Background: an optimization exercise with open tools, aiming at small area, a short achievable clock period and few clock cycles per item. Do not read the settings as production practice.
The RTL was checked by simulation tests, not by an equivalence proof against the original design.
No activity file was given, so power comes from the tool's default toggle rates.

==> flow/design.v <==
`timescale 1ns / 1ps
package bfkr_pkg;
    localparam int FIELD_W = 16;
    localparam int LIMIT_W = 5;
    localparam int COUNT_OUT_W = 5;
    localparam int REC_W = 3 * FIELD_W;
    localparam logic [1:0] REQ_ENQ = 2'd0;
    localparam logic [1:0] REQ_DEQ = 2'd1;
    localparam logic [1:0] REQ_RET = 2'd2;
endpackage
`timescale 1ns / 1ps
`timescale 1ns / 1ps
`timescale 1ns / 1ps
module bounded_fifo_with_keyed_removal_core #(
    parameter int DEPTH = 16
) (
    input  logic                              clk,
    input  logic                              rst_n,
    input  logic                              in_valid,
    output logic                              in_ready,
    input  logic [1:0]                        req_type,
    input  logic [bfkr_pkg::FIELD_W-1:0]      proc_num,
    input  logic [bfkr_pkg::FIELD_W-1:0]      arrival_time,
    input  logic [bfkr_pkg::FIELD_W-1:0]      cpu_time,
    input  logic [bfkr_pkg::FIELD_W-1:0]      search_key,
    input  logic                              cfg_valid,
    output logic                              cfg_ready,
    input  logic [bfkr_pkg::LIMIT_W-1:0]      queue_limit,
    output logic                              out_valid,
    input  logic                              out_ready,
    output logic                              status,
    output logic [bfkr_pkg::FIELD_W-1:0]      out_proc_num,
    output logic [bfkr_pkg::FIELD_W-1:0]      out_arrival_time,
    output logic [bfkr_pkg::FIELD_W-1:0]      out_cpu_time,
    output logic                              queue_empty,
    output logic [bfkr_pkg::COUNT_OUT_W-1:0]  record_count
);
    localparam int FW = bfkr_pkg::FIELD_W;
    localparam int RW = bfkr_pkg::REC_W;
    localparam int CW = $clog2(DEPTH + 1);
    logic             s1_v;
    logic             s1_enq;
    logic [DEPTH-1:0] s1_slot;
    logic [DEPTH-1:0] s1_hit;
    logic [RW-1:0]    mem [DEPTH];
    logic [DEPTH-1:0] vld;
    logic [DEPTH-1:0] age [DEPTH];
    logic [CW-1:0]    cnt;
    logic [CW-1:0]    lim;
    logic             out_v;
    logic             out_st;
    logic [RW-1:0]    out_rec;
    logic             cnt_zero;
    logic [CW-1:0]    cnt_next;
    logic             slot_free;
    logic             exec;
    logic [DEPTH-1:0] used_n;
    logic [DEPTH-1:0] ffp_n;
    logic [DEPTH-1:0] ffp;
    logic [DEPTH-1:0] hit_in;
    logic             can_enq;
    logic             enq_wait;
    logic             go_r;
    logic             wait_r;
    logic             s1_v_n;
    logic             out_v_n;
    logic             full_n;
    logic [CW-1:0]    lim_n;
    logic [DEPTH-1:0] m;
    logic [DEPTH-1:0] sel;
    logic [RW-1:0]    taken;
    logic             do_enq;
    logic             found;
    assign cfg_ready = 1'b1;
    assign out_valid = out_v && rst_n;
    assign slot_free = !out_v || out_ready;
    assign exec      = s1_v && slot_free;
    assign can_enq   = (cnt < lim);
    assign enq_wait  = (req_type == bfkr_pkg::REQ_ENQ) && wait_r;
    assign in_ready  = (go_r || out_ready) && !enq_wait;
    assign s1_v_n   = in_ready ? in_valid : (s1_v && !exec);
    assign out_v_n  = slot_free ? s1_v : out_v;
    assign full_n   = exec ? (((cnt == CW'(DEPTH - 1)) && do_enq) || ((cnt == CW'(DEPTH)) && !found))
                           : (cnt == CW'(DEPTH));
    assign lim_n    = cfg_valid ? ((queue_limit == '0 || queue_limit > bfkr_pkg::LIMIT_W'(DEPTH))
                                   ? CW'(DEPTH) : CW'(queue_limit))
                                : lim;
    always_comb
    begin
        used_n = vld | ({DEPTH{s1_v && s1_enq}} & s1_slot)
                 | ({DEPTH{in_ready && in_valid && (req_type == bfkr_pkg::REQ_ENQ)}} & ffp);
        for (int s = 0; s < DEPTH; s++)
        begin
            ffp_n[s] = !used_n[s];
            for (int j = 0; j < s; j++)
            begin
                ffp_n[s] = ffp_n[s] && used_n[j];
            end
        end
    end
    always_comb
    begin
        for (int s = 0; s < DEPTH; s++)
        begin
            hit_in[s] = (req_type == bfkr_pkg::REQ_DEQ)
                        || ((req_type == bfkr_pkg::REQ_RET)
                            && (mem[s][2*FW-1:FW] == search_key));
        end
    end
    always_ff @(posedge clk)
    begin
        if (in_ready)
        begin
            s1_enq <= (req_type == bfkr_pkg::REQ_ENQ);
            s1_slot <= ffp;
            s1_hit <= hit_in;
        end
    end
    always_comb
    begin
        m = vld & s1_hit;
        for (int s = 0; s < DEPTH; s++)
        begin
            sel[s] = m[s];
            for (int j = 0; j < DEPTH; j++)
            begin
                if (j < s)
                begin
                    sel[s] = sel[s] && !(m[j] && age[j][s]);
                end
                else if (j > s)
                begin
                    sel[s] = sel[s] && !(m[j] && !age[s][j]);
                end
            end
        end
        found = |m;
    end
    assign do_enq = s1_enq && can_enq;
    always_ff @(posedge clk)
    begin
        for (int s = 0; s < DEPTH; s++)
        begin
            if (ffp[s])
            begin
                mem[s] <= {proc_num, arrival_time, cpu_time};
            end
            for (int j = s + 1; j < DEPTH; j++)
            begin
                if (ffp[s])
                begin
                    age[s][j] <= 1'b0;
                end
                else if (ffp[j])
                begin
                    age[s][j] <= 1'b1;
                end
            end
        end
        if (slot_free)
        begin
            out_st  <= !(do_enq || found);
            out_rec <= taken;
        end
    end
    always_ff @(posedge clk or negedge rst_n)
    begin
        if (!rst_n)
        begin
            s1_v  <= 1'b0;
            out_v <= 1'b0;
            vld   <= '0;
            cnt   <= '0;
            cnt_zero <= 1'b1;
            lim   <= CW'(DEPTH);
            go_r   <= 1'b1;
            wait_r <= 1'b0;
            ffp    <= DEPTH'(1);
        end
        else
        begin
            go_r   <= !s1_v_n || !out_v_n;
            ffp    <= ffp_n;
            wait_r <= !(|ffp_n) && (s1_v_n || !full_n);
            if (in_ready)
            begin
                s1_v <= in_valid;
            end
            else if (exec)
            begin
                s1_v <= 1'b0;
            end
            if (slot_free)
            begin
                out_v <= s1_v;
            end
            if (exec)
            begin
                vld <= (vld & ~sel) | ({DEPTH{do_enq}} & s1_slot);
                cnt      <= cnt_next;
                cnt_zero <= !do_enq && (found ? (cnt == CW'(1)) : cnt_zero);
            end
            lim <= lim_n;
        end
    end
    assign cnt_next = do_enq ? (cnt + CW'(1)) : (found ? (cnt - CW'(1)) : cnt);
    always_comb
    begin
        taken = '0;
        for (int s = 0; s < DEPTH; s++)
        begin
            taken = taken | ({RW{sel[s]}} & mem[s]);
        end
    end
    assign status           = out_st;
    assign out_proc_num     = out_rec[3*FW-1:2*FW];
    assign out_arrival_time = out_rec[2*FW-1:FW];
    assign out_cpu_time     = out_rec[FW-1:0];
    assign record_count     = cnt;
    assign queue_empty      = cnt_zero;
endmodule
==> flow/config.mk <==
export PLATFORM = sky130hd
export DESIGN_NAME = bounded_fifo_with_keyed_removal_core
export DESIGN_NICKNAME = bounded_fifo_with_keyed_removal_core
export VERILOG_FILES = /design/flow/design.v
export SDC_FILE = /design/flow/constraint.sdc
export NUM_CORES = 4
export LEC_CHECK = 0
export CAP_MARGIN = 20
export CORE_MARGIN = 2
export CORE_UTILIZATION = 55
export CTS_CLUSTER_DIAMETER = 100
export CTS_CLUSTER_SIZE = 30
export SETUP_SLACK_MARGIN = 3.0
export SLEW_MARGIN = 20
==> flow/constraint.sdc <==
create_clock -name core_clock -period 5.5 [get_ports {clk}]
set_input_delay 1.1000 -clock core_clock [delete_from_list [all_inputs] [get_ports {clk}]]
set_output_delay 1.1000 -clock core_clock [all_outputs]
set_load 0.01 [all_outputs]
run.sh (not shown) runs the stock make flow with config.mk's settings and CLKGATE_MAP_FILE= SYNTH_SCRIPT=/design/flow/synth_recipe.tcl, a recipe that flattens the netlist after the stock synthesis.
Testbench counts at the start, summed over its fixed seeds: cycles 4,044, items 4,000.
Then changed:
ABC_CLOCK_PERIOD_IN_PS = 3000   (was default)
CTS_CLUSTER_DIAMETER = default   (was 100)
CTS_CLUSTER_SIZE = default   (was 30)
SETUP_SLACK_MARGIN = 2.9   (was 3.0)
Effect: Power goes up by 12%; register-to-register slack gets worse by 0.16 ns; area after synthesis is unchanged; global-route usage goes down by 1.4 points; via count goes down by 0.42%.

* * *

Setup of main:
// bounded_fifo_with_keyed_removal_core: RTL as listed in full above, without the edits since
Settings: LEC_CHECK=0, ABC_CLOCK_PERIOD_IN_PS=4500, CAP_MARGIN=20, CORE_MARGIN=2, CORE_UTILIZATION=55, CTS_CLUSTER_DIAMETER=100, CTS_CLUSTER_SIZE=30, SETUP_SLACK_MARGIN=2.9, SLEW_MARGIN=20; clock period 5.5 ns.
main finished every step from synthesis to the final layout, and the layout passed the timing, design-rule and antenna checks.
Testbench counts of main, summed over its fixed seeds: cycles 4,044, items 4,000.
Edits applied to the flow inputs when going from main to the feature branch:
# main
export LEC_CHECK = 0
export ABC_CLOCK_PERIOD_IN_PS = 4500
export CAP_MARGIN = 20
export CORE_MARGIN = 2
export CORE_UTILIZATION = 55
export CTS_CLUSTER_DIAMETER = 100
export CTS_CLUSTER_SIZE = 30
export SETUP_SLACK_MARGIN = 2.9
export SLEW_MARGIN = 20
create_clock -name core_clock -period 5.5 [get_ports {clk}]
# the feature branch
export LEC_CHECK = 0
export CAP_MARGIN = 20
export CORE_MARGIN = 2
export CORE_UTILIZATION = 55
export CTS_CLUSTER_DIAMETER = 100
export CTS_CLUSTER_SIZE = 30
export SETUP_SLACK_MARGIN = 2.7
export SLEW_MARGIN = 20
create_clock -name core_clock -period 5.5 [get_ports {clk}]
==> summary.txt <==
[diff] post-route minimum period, the feature branch relative to main: regression. The feature branch: share of power burned in the clock network 1.2 points above main. [compare] base=main new=the feature branch: final area has decreased, detailed-route vias per instance shrank by 0.15.

* * *

Starts from the design.v that is shown in full above.
Settings: LEC_CHECK=0, ABC_CLOCK_PERIOD_IN_PS=3000, CAP_MARGIN=20, CORE_MARGIN=2, CORE_UTILIZATION=65, CTS_CLUSTER_DIAMETER=80, CTS_CLUSTER_SIZE=24, SETUP_SLACK_MARGIN=2.9, SLEW_MARGIN=20; clock period 5.5 ns.
The first run completed with no timing, DRC or antenna violations.
Testbench counts at the start, summed over its fixed seeds: cycles 4,044, items 4,000.
Rerun with:
ABC_CLOCK_PERIOD_IN_PS = default   (was 3000)
CORE_UTILIZATION = 55   (was 65)
CTS_CLUSTER_DIAMETER = 100   (was 80)
CTS_CLUSTER_SIZE = 30   (was 24)
TNS_END_PERCENT = 30   (was default)
=> Power grows slightly. Clock-buffer cell count shrinks by 17. Routed wire length grows by a few percent. Sequential share of layout area shrinks by 0.77 points. Final cell count grows by a few percent. Design area grows slightly. Worst hold slack is about the same. Maximum frequency is about the same. Clock skew shrinks by 10 ps.

-- static timing again, ports no longer ideal --
The results above use ideal ports. As a check the final layouts listed here were re-extracted and re-timed, cells and wires unchanged.
Step 1 (the two cells are an assumption about what drives the block):
set clk [get_ports {clk}]
set_driving_cell -lib_cell sky130_fd_sc_hd__clkbuf_16 $clk
set_driving_cell -lib_cell sky130_fd_sc_hd__buf_2 [delete_from_list [all_inputs] $clk]
Step 2, shift: input delay + t, output delay - t, t = (earliest + latest rising clock arrival at the registers) / 2. This alone moves slack from input paths to output paths.
Three values: ideal ports, drivers, drivers and shift; two values: the first two.
| run | t, ns | setup WS [ns] | cell pins on the clock port's net |
|---|---|---|---|
| the first run of note 1 | 0.708 | 2.839 / 2.772 / 2.209 | 1 |
| the second run of note 1 | 0.748 | 2.710 / 2.710 / 2.120 | 1 |
| main | 0.702 | 2.804 / 2.750 / 2.249 | 1 |
| the feature branch | 0.696 | 2.655 / 2.631 / 2.051 | 1 |
| the first run of note 3 | 0.718 | 2.722 / 2.722 / 2.150 | 1 |
| the second run of note 3 | 0.708 | 2.720 / 2.720 / 2.108 | 1 |
After both steps setup and hold are still met in every run listed. The setup slack of the first run of note 1, which loses most, moves by -0.067 ns with the drivers and by -0.630 ns with both steps.
